This is an optimization exercise on Yosys and OpenROAD, whose aim is small area, a short achievable clock period and few clock cycles per item, not a production implementation. Where RTL was checked, it was by simulation tests only, not by an equivalence proof against the original. No activity file was given, so power comes from the tool's default toggle rates.

== north ==
## fixed_step_accumulator
module fixed_step_accumulator (
   input  logic                                 clock,
   input  logic                                 reset,
   input  logic                                 req_valid,
   output logic                                 req_ready,
   input  logic                                 req_operation,
   input  logic signed [fsa_pkg::ELAPSED_WIDTH-1:0] req_elapsed,
   output logic                                 rsp_valid,
   input  logic                                 rsp_ready,
   output logic [fsa_pkg::STEP_LIM_WIDTH-1:0]   rsp_step_count,
   output logic                                 rsp_dropped,
   output logic [fsa_pkg::BLEND_WIDTH-1:0]      rsp_blend_fraction,
   output logic [fsa_pkg::COUNT_WIDTH-1:0]      rsp_drop_count,
   output logic [fsa_pkg::DROP_TIME_WIDTH-1:0]  rsp_dropped_time,
   output logic [fsa_pkg::COUNT_WIDTH-1:0]      rsp_total_steps,
   input  logic                                 csr_valid,
   output logic                                 csr_ready,
   input  logic [fsa_pkg::CSR_INDEX_WIDTH-1:0]  csr_index,
   input  logic [fsa_pkg::CSR_DATA_WIDTH-1:0]   csr_data
);
export LEC_CHECK = 0
export CAP_MARGIN = 20
export CORE_MARGIN = 2
export CORE_UTILIZATION = 40
export SETUP_SLACK_MARGIN = 5
export SLEW_MARGIN = 20
create_clock -name core_clock -period 10.0 [get_ports {clock}]
run.sh (not shown) runs the stock make flow with config.mk's settings and CLKGATE_MAP_FILE= SYNTH_SCRIPT=/design/flow/synth_recipe.tcl, a recipe that flattens the netlist after the stock synthesis.
north ran to completion and came out clean on the timing, DRC and antenna checks.
Testbench counts of north, summed over its fixed seeds: cycles 29,163, items 3,200.
Changes in south relative to north:
Settings: clearing SETUP_SLACK_MARGIN, which used to be 5.
==> flow/flow/run.sh (new file) <==
#!/bin/bash
set -euo pipefail
bash standard.sh SETUP_SLACK_MARGIN=6.5 finish > standard_make.log 2>&1
==> flow/standard.sh (new file) <==
#!/bin/bash
# synth_recipe.tcl (not shown) runs the flow's synth.tcl, then flattens the netlist and writes it again
# the make line also repeats each setting of config.mk as NAME=value (left out here)
make -C /OpenROAD-flow-scripts/flow DESIGN_CONFIG=/design/flow/config.mk WORK_HOME=/design/flow/orfs CLKGATE_MAP_FILE= SYNTH_SCRIPT=/design/flow/synth_recipe.tcl "${@:-finish}"
removed: flow/run.sh
Results
- The layout buffering overhead excluding clock cells of south exceeds that of north by 4.3 points.
- Number of gates on the worst path with buffers counted: south vs north up 10
- The lower final-layout clock-cell area share came out of south.
- Lower post-synthesis to final-layout area growth among north and south: north
- The final period utilization of south is lower than that of north.
- north has a lower met2 track demand over resource in global routing than south.
- Relative to north, the aggregate routed wire length of south is higher by 17%.
- [compare] base=north new=south: combinational power share +6.3 points; total CTS buffers picked up an extra 2.
[inputs] east vs south
==> flow/flow/run.sh <==
#!/bin/bash
set -euo pipefail
bash standard.sh SETUP_SLACK_MARGIN=6 finish > standard_make.log 2>&1
==> summary.txt <==
east: area added between synthesis and finish 11 points below south
When east is set beside south, its total global-route track usage turns out to be 1.7 points smaller.
Sort east and south by met1 track utilization from global routing, descending, and south comes first.
Relative to south, the total length of routed wires of east is lower by 6200 microns.
[compare] base=south new=east: top achievable clock speed lost 0.89%, overall power consumption down about 8%, routability congestion estimate from global placement higher, global-route wire length before repair dropped about 5.6%.
--- input diff east..west ---
Settings: changing CORE_UTILIZATION from 40 to 60.
Notes after the runs:
Compared with east, west shows last weighted congestion value of the routability-driven placer that has gone up by a few percent.
Delta(global-route met1 utilization, west - east) > 0
Delta(met3 capacity usage during global routing, west - east) > 0
Global-route usage in west vs east: up 9.5 points
Between east and west, fraction of the core area covered by cells at the end of the flow increased.
Comparing east and west, post-route fraction of the period consumed by the critical path is lower on west.
Wire length ends up higher on east.
The higher via count of east and west is in west.
Total non-filler cell area in the finished layout is lower on west
Re maximum resistive drop on vdd: east was lower than west.
What middle does differently from west at the input level:
Settings: CORE_UTILIZATION now 50, was 60.
--- outcome ---
Compared with west, placement density in the core of middle is lower.
Between middle and west, part of the cycle the worst path needs is lower for west, middle comes in above that.
As far as number of levels in the clock H-tree goes, west and middle are indistinguishable; the numbers are identical.


the previous run:
Another version of the RTL of fixed_step_accumulator (not shown whole).
Size in the first run: ~2600 cells after synthesis, about 290 flip-flops, about 210 I/O pins.
Settings: LEC_CHECK=0, ABC_CLOCK_PERIOD_IN_PS=3000, CAP_MARGIN=20, CORE_MARGIN=2, CORE_UTILIZATION=40, SETUP_SLACK_MARGIN=3, SLEW_MARGIN=20; clock period 10.0 ns.
Stock flow here: none of the scripts above is used.
The inputs of the current run differ from those of the previous run as listed below.
Settings: SETUP_SLACK_MARGIN: 3 -> unset; ABC_CLOCK_PERIOD_IN_PS: 3000 -> unset.
Timing, DRC, antenna: 0 failures across the previous run and the current run. From the previous run to the current run, via count of the first global-routing pass did not move at all. On setup slack of the critical path after layout, the current run tracks the previous run almost exactly. The previous run → the current run: post-CTS setup repair buffer count roughly the same, initial antenna violation count roughly the same.
No functional check of the RTL was part of any run of this note.


Another version of the RTL of fixed_step_accumulator (not shown whole).
For scale: roughly 3,400 cells after synthesis, about 330 flip-flops, about 210 I/O pins.
export LEC_CHECK = 0
export CAP_MARGIN = 20
export CORE_MARGIN = 2
export CORE_UTILIZATION = 40
export SLEW_MARGIN = 20
create_clock -name core_clock -period 10.0 [get_ports {clock}]
Testbench counts at the start, summed over its fixed seeds: cycles 14,884, items 3,200.
Next try:
- ABC_CLOCK_PERIOD_IN_PS: not set -> 6000
- SETUP_SLACK_MARGIN: not set -> 3
After rerunning: Power rose by a few percent. Cell count increases slightly. Global-route usage is higher by 0.45 points. Worst hold slack is about the same.

==> separate check: timing with driven ports <==
The flow's constraints put no driver on any port. The routed layouts listed below were extracted and timed again, unchanged, in two steps. Step 1: set_driving_cell puts a clkbuf_16 on clock and a buf_2 on each other input, an assumption about the parent block. Step 2 also shifts input and output timing later by t, the mid clock arrival at the registers, as if the neighbouring blocks saw the same clock. Three values: ideal ports, drivers, drivers and shift; two values: the first two.
| run | shift t [ns] | setup WS [ns] | worst data-port slew with drivers (ns) |
|---|---|---|---|
| north | 0.609 | 5.162 / 5.151 / 4.543 | 0.07 |
| south | 0.625 | 6.023 / 6.023 / 5.752 | 0.08 |
| east | 0.607 | 5.987 / 5.987 / 5.523 | 0.07 |
| west | 0.607 | 6.062 / 6.062 / 5.459 | 0.06 |
| middle | 0.611 | 6.026 / 6.026 / 5.498 | 0.06 |
| the previous run | 0.615 | 4.269 / 4.300 / 3.685 | 0.06 |
| the current run | 0.615 | 4.269 / 4.300 / 3.685 | 0.06 |
| the first run of note 3 | 0.636 | 1.360 / 1.360 / 1.360 | 0.07 |
| the second run of note 3 | 0.635 | 3.036 / 3.036 / 3.036 | 0.07 |
After both steps setup and hold are still met in every run listed. For north, which loses most, drivers alone change the setup slack by -0.011 ns; drivers and shift together by -0.619 ns.
